This design comes from an exercise in tuning for small area on the open sky130 flow, not from production work. In this exercise RTL edits were held to simulation tests only and were not proved equivalent to the original. Power figures rest on the tool's default switching activity, not on a simulated workload.

## asymmetric_fifo_sync
module asymmetric_fifo_sync
#(
    parameter int WIDTHW     = 8,
    parameter int WIDTHR     = 32,
    parameter int DEPTHW     = 256,
    parameter int BIG_ENDIAN = 0,
    parameter int AFULL_THR  = 4
) (
    input  logic              clk,
    input  logic              rstn,
    input  logic              clr,
    input  logic              wr_en,
    input  logic [WIDTHW-1:0] din,
    output logic              full,
    output logic              almost_full,
    output logic              overflow,
    input  logic              rd_en,
    output logic [WIDTHR-1:0] dout,
    output logic              dout_valid,
    output logic              empty,
    output logic              underflow,
    output logic [asym_fifo_pkg::clog2(asym_fifo_pkg::calcDmin(DEPTHW, WIDTHW, WIDTHR)):0] level
);
Settings: LEC_CHECK=0, CAP_MARGIN=20, CORE_MARGIN=2, CORE_UTILIZATION=65, CTS_BUF_LIST=sky130_fd_sc_hd__clkbuf_8, CTS_CLUSTER_DIAMETER=40, CTS_CLUSTER_SIZE=24, SLEW_MARGIN=20, SYNTH_HIERARCHICAL=1; clock period 7.0 ns.
run.sh (not shown) runs the stock make flow with config.mk's settings and CLKGATE_MAP_FILE= SYNTH_SCRIPT=/design/flow/synth_recipe.tcl, a recipe that flattens the netlist after the stock synthesis.
The starting point completed without violations.
Change:
CORE_UTILIZATION = 30   (was 65)
CTS_BUF_LIST = unset   (was sky130_fd_sc_hd__clkbuf_8)
CTS_CLUSTER_DIAMETER = unset   (was 40)
CTS_CLUSTER_SIZE = unset   (was 24)
Sequential share of layout area decreases by 2.6 points.
Core utilization decreases by 36 points.
Final area increases by a few percent.
Global-route usage decreases by 21 points.
Die area increases by well over a third.
Change:
==> flow/flow/run.sh (new file) <==
#!/bin/bash
set -o pipefail
cp standard.sh standard_sh.txt
export CTS_ARGS="-sink_clustering_enable -repair_clock_nets -dont_use_dummy_load -sink_clustering_size 24 -sink_clustering_max_diameter 40 -buf_list sky130_fd_sc_hd__clkbuf_8"
bash standard.sh > standard.log 2>&1
==> flow/standard.sh (new file) <==
#!/bin/bash
# synth_recipe.tcl (not shown) runs the flow's synth.tcl, then flattens the netlist and writes it again
# the make line also repeats each setting of config.mk as NAME=value (left out here)
make -C /OpenROAD-flow-scripts/flow DESIGN_CONFIG=/design/flow/config.mk WORK_HOME=/design/flow/orfs CLKGATE_MAP_FILE= SYNTH_SCRIPT=/design/flow/synth_recipe.tcl "${@:-finish}"
CORE_UTILIZATION = 65   (was 30)
CTS_BUF_LIST = sky130_fd_sc_hd__clkbuf_8   (was unset)
CTS_CLUSTER_DIAMETER = 40   (was unset)
CTS_CLUSTER_SIZE = 24   (was unset)
removed: flow/run.sh
Sequential share of layout area goes up by 4.0 points.
Wire length is lower by a little under a tenth.
Synthesized area is unchanged.
Die area went down by well over a third.

job 101:
asymmetric_fifo_sync, a different RTL version from the one above (not shown whole).
For scale: about 5,900 cells after synthesis, ~2,100 flip-flops, ~74,000 sq um of cells after synthesis.
// asymmetric_fifo_sync
module asymmetric_fifo_sync
#(
    parameter int WIDTHW     = 8,
    parameter int WIDTHR     = 32,
    parameter int DEPTHW     = 256,
    parameter int BIG_ENDIAN = 0,
    parameter int AFULL_THR  = 4
) (
    input  logic              clk,
    input  logic              rstn,
    input  logic              clr,
    input  logic              wr_en,
    input  logic [WIDTHW-1:0] din,
    output logic              full,
    output logic              almost_full,
    output logic              overflow,
    input  logic              rd_en,
    output logic [WIDTHR-1:0] dout,
    output logic              dout_valid,
    output logic              empty,
    output logic              underflow,
    output logic [asym_fifo_pkg::clog2(asym_fifo_pkg::calcDmin(DEPTHW, WIDTHW, WIDTHR)):0] level
);
Settings: LEC_CHECK=0, CAP_MARGIN=20, CORE_MARGIN=2, CORE_UTILIZATION=85, PLACE_DENSITY=0.95, SLEW_MARGIN=20, SYNTH_HIERARCHICAL=1; clock period 7.0 ns.
standard.sh (not shown) runs the stock make flow with config.mk's settings and CLKGATE_MAP_FILE= SYNTH_SCRIPT=/design/flow/synth_recipe.tcl, a recipe that flattens the netlist after the stock synthesis.
==> flow/flow/run.sh <==
#!/bin/bash
set -o pipefail
cp standard.sh standard_sh.txt
export BUFFER_PORTS_ARGS="-buffer_cell sky130_fd_sc_hd__buf_1"
export CTS_ARGS="-sink_clustering_enable -repair_clock_nets -dont_use_dummy_load -sink_clustering_size 20 -sink_clustering_max_diameter 60 -buf_list sky130_fd_sc_hd__clkbuf_8"
bash standard.sh > standard.log 2>&1
Inputs modified between job 101 and job 102:
==> flow/flow/run.sh <==
#!/bin/bash
set -o pipefail
cp standard.sh standard_sh.txt
export BUFFER_PORTS_ARGS="-buffer_cell sky130_fd_sc_hd__buf_1"
export CTS_ARGS="-sink_clustering_enable -repair_clock_nets -dont_use_dummy_load -sink_clustering_size 18 -sink_clustering_max_diameter 60 -buf_list sky130_fd_sc_hd__clkbuf_8"
bash standard.sh > standard.log 2>&1
| leakage power | job 102 vs job 101 | ≈ equal |
Met1 track demand over resource: job 101 and job 102 compared, lower one is job 101
Going from job 101 to job 102, non-clock buffer share of cell area has remained practically unchanged, global routing usage summed across all routing layers has increased.

The RTL this note starts from:
==> flow/design.v <==
package asym_fifo_pkg;
    function automatic int clog2(input int value);
        clog2 = $clog2(value);
    endfunction
    function automatic int minOf(input int a, input int b);
        minOf = (a < b) ? a : b;
    endfunction
    function automatic int maxOf(input int a, input int b);
        maxOf = (a > b) ? a : b;
    endfunction
    function automatic int calcMinW(input int widthW, input int widthR);
        calcMinW = (widthW < widthR) ? widthW : widthR;
    endfunction
    function automatic int calcUnits(input int width, input int widthW, input int widthR);
        calcUnits = width / ((widthW < widthR) ? widthW : widthR);
    endfunction
    function automatic int calcDmin(input int depthW, input int widthW, input int widthR);
        calcDmin = depthW * widthW / ((widthW < widthR) ? widthW : widthR);
    endfunction
endpackage
module fifo_byte (
    input  logic       clk,
    input  logic       hold,
    input  logic       we,
    input  logic [7:0] d,
    output logic [7:0] q
);
    always_ff @(posedge clk) begin
        q <= (q & {8{hold}}) | (d & {8{we}});
    end
endmodule
module fifo_obyte (
    input  logic       clk,
    input  logic       rstn,
    input  logic       hold,
    input  logic       ld,
    input  logic [7:0] d,
    output logic [7:0] q
);
    always_ff @(posedge clk or negedge rstn) begin
        if (!rstn) q <= '0;
        else       q <= (q & {8{hold}}) | (d & {8{ld}});
    end
endmodule
module fifo_rd3 (
    input  logic [2:0] a,
    input  logic [2:0] s,
    output logic       y_n
);
    assign y_n = ~|(a & s);
endmodule
module asym_sdp_ram (
    input  logic         clk,
    input  logic [3:0]   laneEn,
    input  logic         shift,
    input  logic [7:0]   din,
    input  logic [63:0]  rsel,
    output logic [31:0]  rdData
);
    logic [31:0] mem [64];
    for (genvar l = 0; l < 4; l++) begin : gLane
        fifo_byte uByte (
            .clk  (clk),
            .hold (~laneEn[l]),
            .we   (laneEn[l]),
            .d    (din),
            .q    (mem[0][l*8 +: 8])
        );
    end
    for (genvar w = 1; w < 64; w++) begin : gWord
        for (genvar l = 0; l < 4; l++) begin : gByte
            fifo_byte uByte (
                .clk  (clk),
                .hold (~shift),
                .we   (shift),
                .d    (mem[w-1][l*8 +: 8]),
                .q    (mem[w][l*8 +: 8])
            );
        end
    end
    for (genvar b = 0; b < 32; b++) begin : gBit
        logic [20:0] leaf_n;
        for (genvar g = 0; g < 21; g++) begin : gLeaf
            fifo_rd3 uLeaf (
                .a   ({mem[3*g+2][b], mem[3*g+1][b], mem[3*g][b]}),
                .s   (rsel[3*g+2 -: 3]),
                .y_n (leaf_n[g])
            );
        end
        assign rdData[b] = ~&leaf_n | (mem[63][b] & rsel[63]);
    end
endmodule
module asymmetric_fifo_sync
#(
    parameter int WIDTHW     = 8,
    parameter int WIDTHR     = 32,
    parameter int DEPTHW     = 256,
    parameter int BIG_ENDIAN = 0,
    parameter int AFULL_THR  = 4
) (
    input  logic              clk,
    input  logic              rstn,
    input  logic              clr,
    input  logic              wr_en,
    input  logic [WIDTHW-1:0] din,
    output logic              full,
    output logic              almost_full,
    output logic              overflow,
    input  logic              rd_en,
    output logic [WIDTHR-1:0] dout,
    output logic              dout_valid,
    output logic              empty,
    output logic              underflow,
    output logic [asym_fifo_pkg::clog2(asym_fifo_pkg::calcDmin(DEPTHW, WIDTHW, WIDTHR)):0] level
);
    logic        wrAccept, rdAccept;
    logic [7:0]  levelDec;
    logic [63:0] rsel;
    logic [3:0]  laneEn;
    logic [31:0] rdData;
    assign full        = level[8];
    assign almost_full = level[8] | (&level[7:2]);
    assign empty       = ~|level[8:2];
    assign wrAccept = wr_en & ~full & ~clr;
    assign rdAccept = rd_en & ~empty & ~clr;
    assign levelDec = level[7:0] - 8'd1;
    always_comb begin
        for (int w = 0; w < 64; w++) begin
            rsel[w] = (levelDec[7:2] == 6'(w));
        end
        for (int l = 0; l < 4; l++) begin
            laneEn[l] = wrAccept & (level[1:0] == 2'(l));
        end
    end
    always_ff @(posedge clk or negedge rstn) begin
        if (!rstn) begin
            level      <= '0;
            overflow   <= 1'b0;
            underflow  <= 1'b0;
            dout_valid <= 1'b0;
        end else begin
            if (clr) begin
                level <= '0;
            end else begin
                level <= level + {8'd0, wrAccept} - {6'd0, rdAccept, 2'd0};
            end
            overflow   <= wr_en & full & ~clr;
            underflow  <= rd_en & empty & ~clr;
            dout_valid <= rdAccept;
        end
    end
    for (genvar l = 0; l < 4; l++) begin : gDout
        fifo_obyte uDout (
            .clk  (clk),
            .rstn (rstn),
            .hold (~rdAccept),
            .ld   (rdAccept),
            .d    (rdData[l*8 +: 8]),
            .q    (dout[l*8 +: 8])
        );
    end
    asym_sdp_ram uRam (
        .clk    (clk),
        .laneEn (laneEn),
        .shift  (laneEn[0]),
        .din    (din),
        .rsel   (rsel),
        .rdData (rdData)
    );
endmodule
clock: 7.0 ns
lec_check: 0
cap_margin: 20
core_margin: 2
core_utilization: 65
cts_buf_list: sky130_fd_sc_hd__clkbuf_8
cts_cluster_diameter: 40
cts_cluster_size: 24
slew_margin: 20
synth_hierarchical: 1
==> flow/flow/run.sh <==
#!/bin/bash
set -o pipefail
cp standard.sh standard_sh.txt
export CTS_ARGS="-sink_clustering_enable -repair_clock_nets -dont_use_dummy_load -sink_clustering_size 18 -sink_clustering_max_diameter 50 -buf_list sky130_fd_sc_hd__clkbuf_8"
bash standard.sh > standard.log 2>&1
The first run produced a clean layout.
Rerun with:
--- a/flow/config.mk
+++ b/flow/config.mk
@@ -9,6 +9,3 @@
 export CORE_MARGIN = 2
-export CORE_UTILIZATION = 65
-export CTS_BUF_LIST = sky130_fd_sc_hd__clkbuf_8
-export CTS_CLUSTER_DIAMETER = 40
-export CTS_CLUSTER_SIZE = 24
+export CORE_UTILIZATION = 85
 export SLEW_MARGIN = 20
What happened: Non-clock buffer count climbs by 2. Clock power drops by 5.8%. Worst setup slack gains 0.020 ns. Cell area drops by 0.79%. Worst hold slack stays flat. Routed wire length drops by 1.5%. Via count climbs by 3.2%. Sequential power is about the same.

## rev 12
asymmetric_fifo_sync, a different RTL version from the one above (not shown whole).
For scale: roughly 2100 flip-flops, ~60 I/O pins.
Settings: LEC_CHECK=0, CAP_MARGIN=20, CORE_MARGIN=2, CORE_UTILIZATION=85, PLACE_DENSITY=0.95, SLEW_MARGIN=20, SYNTH_HIERARCHICAL=1; clock period 7.0 ns.
==> flow/flow/run.sh <==
#!/bin/bash
set -o pipefail
cp standard.sh standard_sh.txt
export BUFFER_PORTS_ARGS="-buffer_cell sky130_fd_sc_hd__buf_1"
export CTS_ARGS="-sink_clustering_enable -repair_clock_nets -dont_use_dummy_load -sink_clustering_size 18 -sink_clustering_max_diameter 50 -buf_list sky130_fd_sc_hd__clkbuf_8"
bash standard.sh > standard.log 2>&1
Relative to rev 12, the following input files were edited for rev 13:
==> flow/flow/run.sh <==
#!/bin/bash
set -o pipefail
cp standard.sh standard_sh.txt
export BUFFER_PORTS_ARGS="-buffer_cell sky130_fd_sc_hd__buf_1"
export CTS_ARGS="-sink_clustering_enable -repair_clock_nets -dont_use_dummy_load -sink_clustering_size 20 -sink_clustering_max_diameter 60 -buf_list sky130_fd_sc_hd__clkbuf_8"
bash standard.sh > standard.log 2>&1
[summary]
Against rev 12, rev 13 reports a setup slack that is higher. Taking rev 12 as the reference, in rev 13 standby leakage power decreased by about 0.55% relative to the old numbers; final cell count decreased by 22 relative to the old numbers; combinational share of power increased by 0.4 points relative to the old numbers; final worst-path cycle share decreased by 0.56 points relative to the old numbers; number of antenna violations at the first check in global routing decreased by 1 relative to the old numbers. On routed wire length, rev 13 and rev 12 are basically level. Going from rev 12 to rev 13, post-synthesis to final-layout area growth lower, sum of met2 wire segment lengths after detailed routing has remained practically unchanged. | clock share of power | rev 13 vs rev 12 | 1.2 points lower |.

## what the ideal ports hide
In the flow no input, the clock included, has a driving cell. The finished layouts below were timed again as built, in two steps. Step 1 (the two cells are an assumption about what drives the block):
set clk [get_ports {clk}]
set_driving_cell -lib_cell sky130_fd_sc_hd__clkbuf_16 $clk
set_driving_cell -lib_cell sky130_fd_sc_hd__buf_2 [delete_from_list [all_inputs] $clk]
Step 2 adds t to the input delays and takes it off the output delays; t is the mean of the earliest and latest rising clock arrival at the registers after step 1. Input paths then give back, and output paths get back, about the clock's delay inside the block. Three values: no drivers, after step 1, after step 2; two values: the first two.
run | t, ns | setup slack, ns | clock arrival spread, ns
the first run of note 1 | 1.058 | 2.247 / 2.247 / 1.709 | 0.060 / 0.060
the second run of note 1 | 0.949 | 2.019 / 2.019 / 1.946 | 0.042 / 0.043
the third run of note 1 | 1.016 | 2.062 / 2.062 / 1.730 | 0.073 / 0.072
job 101 | 0.895 | 1.854 / 1.854 / 1.656 | 0.063 / 0.062
job 102 | 0.931 | 1.877 / 1.877 / 1.683 | 0.043 / 0.043
the first run of note 3 | 0.931 | 2.352 / 2.352 / 1.891 | 0.078 / 0.079
the second run of note 3 | 0.903 | 2.372 / 2.295 / 1.973 | 0.070 / 0.070
rev 12 | 0.915 | 2.102 / 2.102 / 1.318 | 0.057 / 0.057
rev 13 | 0.872 | 2.142 / 2.194 / 1.322 | 0.068 / 0.068
After both steps setup and hold are still met in every run listed. The setup slack of rev 13, which loses most, moves by +0.052 ns with the drivers and by -0.820 ns with both steps.
